This is an optimization exercise on Yosys and OpenROAD, whose aim is small area and few clock cycles per item, not a production implementation.
Where RTL was checked, it was by simulation tests only, not by an equivalence proof against the original.

== run a ==
## gaze_smoothed_zoom_crop_top
module gaze_smoothed_zoom_crop_top (
	input  wire logic                                 clk,
	input  wire logic                                 arst_n,
	input  wire logic                                 gaze_valid,
	output wire logic                                 gaze_ready,
	input  wire logic signed [gszc_pkg::GAZE_W-1:0]   gaze_x,
	input  wire logic signed [gszc_pkg::GAZE_W-1:0]   gaze_y,
	input  wire logic                                 cfg_valid,
	output wire logic                                 cfg_ready,
	input  wire logic [gszc_pkg::CFG_IDX_W-1:0]       cfg_index,
	input  wire logic [gszc_pkg::CROP_W-1:0]          cfg_data,
	output wire logic                                 result_valid,
	input  wire logic                                 result_ready,
	output logic signed [gszc_pkg::GAZE_W-1:0]        result_center_x,
	output logic signed [gszc_pkg::GAZE_W-1:0]        result_center_y,
	output logic        [gszc_pkg::CROP_W-1:0]        result_crop_width,
	output logic        [gszc_pkg::CROP_W-1:0]        result_crop_height,
	output logic signed [gszc_pkg::CORNER_W-1:0]      result_corner_x,
	output logic signed [gszc_pkg::CORNER_W-1:0]      result_corner_y
);
Size: about 550 flip-flops, ~130 I/O pins, ~43,000 um2 of cells after synthesis.
clock: 9.0 ns
lec_check: 0
cap_margin: 20
core_margin: 2
core_utilization: 40
cts_cluster_diameter: 100
cts_cluster_size: 30
slew_margin: 20
synth_hierarchical: 1
synth_minimum_keep_size: 0
run.sh (not shown) runs the stock make flow with config.mk's settings and CLKGATE_MAP_FILE= SYNTH_SCRIPT=/design/flow/synth_recipe.tcl, a recipe that flattens the netlist after the stock synthesis.
Testbench counts of run a, summed over its fixed seeds: cycles 9,632, items 9,528.
Edits applied to the flow inputs when going from run a to run b:
# run a
export LEC_CHECK = 0
export CAP_MARGIN = 20
export CORE_MARGIN = 2
export CORE_UTILIZATION = 40
export CTS_CLUSTER_DIAMETER = 100
export CTS_CLUSTER_SIZE = 30
export SLEW_MARGIN = 20
export SYNTH_HIERARCHICAL = 1
export SYNTH_MINIMUM_KEEP_SIZE = 0
create_clock -name core_clock -period 9.0 [get_ports {clk}]
# run b
export LEC_CHECK = 0
export ABC_AREA = 1
export CAP_MARGIN = 20
export CORE_MARGIN = 2
export CORE_UTILIZATION = 40
export CTS_CLUSTER_DIAMETER = 100
export CTS_CLUSTER_SIZE = 30
export SLEW_MARGIN = 20
export SYNTH_HIERARCHICAL = 1
export SYNTH_MINIMUM_KEEP_SIZE = 0
create_clock -name core_clock -period 9.0 [get_ports {clk}]
[summary]
- Going from run a to run b, total vias in the final route saw an increase, mux cell area share after synthesis down 1.6 points, count of cells along the worst register-to-register path +4.
- A most common cell after layout, fill and taps aside of sky130_fd_sc_hd__nand2_1 is what run b shows, while sky130_fd_sc_hd__fa_1 belongs to run a.
- Delta(initial antenna violation count, run b - run a) > 0
- Relative to run a, run b degrades worst slack at placement.
- The final reports for run b and run a show complex-gate fraction of the synthesized area lower in the former.
- Run b completed; timing, DRC and antenna clean

---

Setup of lane 1:
Starting RTL as in the previous note.
clock: 9.0 ns
lec_check: 0
cap_margin: 20
core_margin: 2
core_utilization: 40
cts_buf_list: sky130_fd_sc_hd__clkbuf_8 sky130_fd_sc_hd__clkbuf_16
cts_cluster_diameter: 100
cts_cluster_size: 30
slew_margin: 20
synth_hierarchical: 1
synth_minimum_keep_size: 0
Testbench counts of lane 1, summed over its fixed seeds: cycles 9,632, items 9,528.
### lane 1 -> lane 2
- CTS_BUF_LIST: sky130_fd_sc_hd__clkbuf_8 sky130_fd_sc_hd__clkbuf_16 -> unset
- CTS_CLUSTER_SIZE: 30 -> 36
- CTS_CLUSTER_DIAMETER: 100 -> 70
--- outcome ---
- Re register-to-register slack: lane 2 is 0.06 ns up on lane 1.
- Overall fraction of global-route tracks in use essentially unchanged between lane 1 and lane 2.
- Share of post-route cells with drive strength above 1: lane 2 > lane 1

---

alpha:
Another version of the RTL of gaze_smoothed_zoom_crop_top (not shown whole).
Size: about 3700 cells after synthesis, ~130 I/O pins.
Design gaze_smoothed_zoom_crop_top, start of the top module:
module gaze_smoothed_zoom_crop_top (
	input  wire logic                                 clk,
	input  wire logic                                 arst_n,
	input  wire logic                                 gaze_valid,
	output wire logic                                 gaze_ready,
	input  wire logic signed [gszc_pkg::GAZE_W-1:0]   gaze_x,
	input  wire logic signed [gszc_pkg::GAZE_W-1:0]   gaze_y,
	input  wire logic                                 cfg_valid,
	output wire logic                                 cfg_ready,
	input  wire logic [gszc_pkg::CFG_IDX_W-1:0]       cfg_index,
	input  wire logic [gszc_pkg::CROP_W-1:0]          cfg_data,
	output wire logic                                 result_valid,
	input  wire logic                                 result_ready,
	output logic signed [gszc_pkg::GAZE_W-1:0]        result_center_x,
	output logic signed [gszc_pkg::GAZE_W-1:0]        result_center_y,
	output logic        [gszc_pkg::CROP_W-1:0]        result_crop_width,
	output logic        [gszc_pkg::CROP_W-1:0]        result_crop_height,
	output logic signed [gszc_pkg::CORNER_W-1:0]      result_corner_x,
	output logic signed [gszc_pkg::CORNER_W-1:0]      result_corner_y
);
	localparam int GW  = gszc_pkg::GAZE_W;
	localparam int CW  = gszc_pkg::CROP_W;
	localparam int KW  = gszc_pkg::CORNER_W;
	localparam int LEN = gszc_pkg::WINDOW_LEN;
	localparam int SW  = 17;                  
	localparam int MW  = 14;                  
	localparam int PW  = 19;                  
	localparam logic [SW-1:0] SBIAS = SW'(40960);
	logic [CW-1:0] min_w_q, max_w_q, min_h_q, max_h_q;
	assign cfg_ready = 1'b1;
	always_ff @(posedge clk or negedge arst_n) begin
		if (!arst_n) begin
			min_w_q <= CW'(gszc_pkg::MIN_CROP_W_RST);
			max_w_q <= CW'(gszc_pkg::MAX_CROP_W_RST);
			min_h_q <= CW'(gszc_pkg::MIN_CROP_H_RST);
  ...
clock: 9.0 ns
lec_check: 0
cap_margin: 20
core_margin: 2
core_utilization: 40
cts_cluster_diameter: 100
cts_cluster_size: 30
slew_margin: 20
synth_hierarchical: 1
synth_minimum_keep_size: 0
Edits applied to the flow inputs when going from alpha to beta:
--- a/flow/config.mk
+++ b/flow/config.mk
@@ -9,6 +9,6 @@
 export CORE_MARGIN = 2
 export CORE_UTILIZATION = 40
-export CTS_CLUSTER_DIAMETER = 100
-export CTS_CLUSTER_SIZE = 30
+export CTS_CLUSTER_DIAMETER = 60
+export CTS_CLUSTER_SIZE = 24
 export SLEW_MARGIN = 20
 export SYNTH_HIERARCHICAL = 1
## What came out
- beta did not stop at any stage, and its layout met the timing, design-rule and antenna checks.
- Having completed the whole flow, alpha delivered a layout that passed the timing, design-rule and antenna checks.
- Looking at final standard cell utilization of the core, beta sits 0.84 points above alpha.
- Compared alpha against beta; final number of hold-violating endpoints within noise.
- Register-to-register slack across alpha and beta: no real change.
- Post-route met1 wirelength of beta falls short of that of alpha slightly.
- For non-clock buffer contribution to total cell area, beta and alpha come out practically identical.
- Diff alpha -> beta: cell area went up; slack of the critical path flat.
- Total number of vias in beta is 235 above alpha.
Function was not checked in any run of this note: the RTL went through the layout flow alone.

## separate check: timing with driven ports
The flow's constraints put no driver on any port. The routed layouts listed below were extracted and timed again, unchanged, in two steps.
Step 1 (the two cells are an assumption about what drives the block):
set clk [get_ports {clk}]
set_driving_cell -lib_cell sky130_fd_sc_hd__clkbuf_16 $clk
set_driving_cell -lib_cell sky130_fd_sc_hd__buf_2 [delete_from_list [all_inputs] $clk]
Step 2 times the ports against the registers' clock, not the clock port: input delays grow and output delays shrink by t, the midpoint of the rising clock arrivals with the driver on.
Slacks: no drivers / after step 1 / after step 2; pairs: no drivers / after step 1.
run	shift t [ns]	setup WS [ns]	latest minus earliest clock arrival (ns)	worst data-port slew with drivers (ns)	pins driven straight from the clock port
run a	0.714	0.913 / 0.913 / 0.913	0.046 / 0.046	0.07	1
run b	0.692	0.833 / 0.833 / 0.833	0.041 / 0.042	0.05	1
lane 1	0.714	0.913 / 0.913 / 0.913	0.046 / 0.046	0.07	1
lane 2	0.676	0.972 / 0.972 / 0.972	0.070 / 0.070	0.07	1
alpha	0.695	0.374 / 0.374 / 0.374	0.035 / 0.034	0.08	1
beta	0.713	0.373 / 0.373 / 0.373	0.053 / 0.053	0.08	1
After both steps every run listed still meets setup and hold.
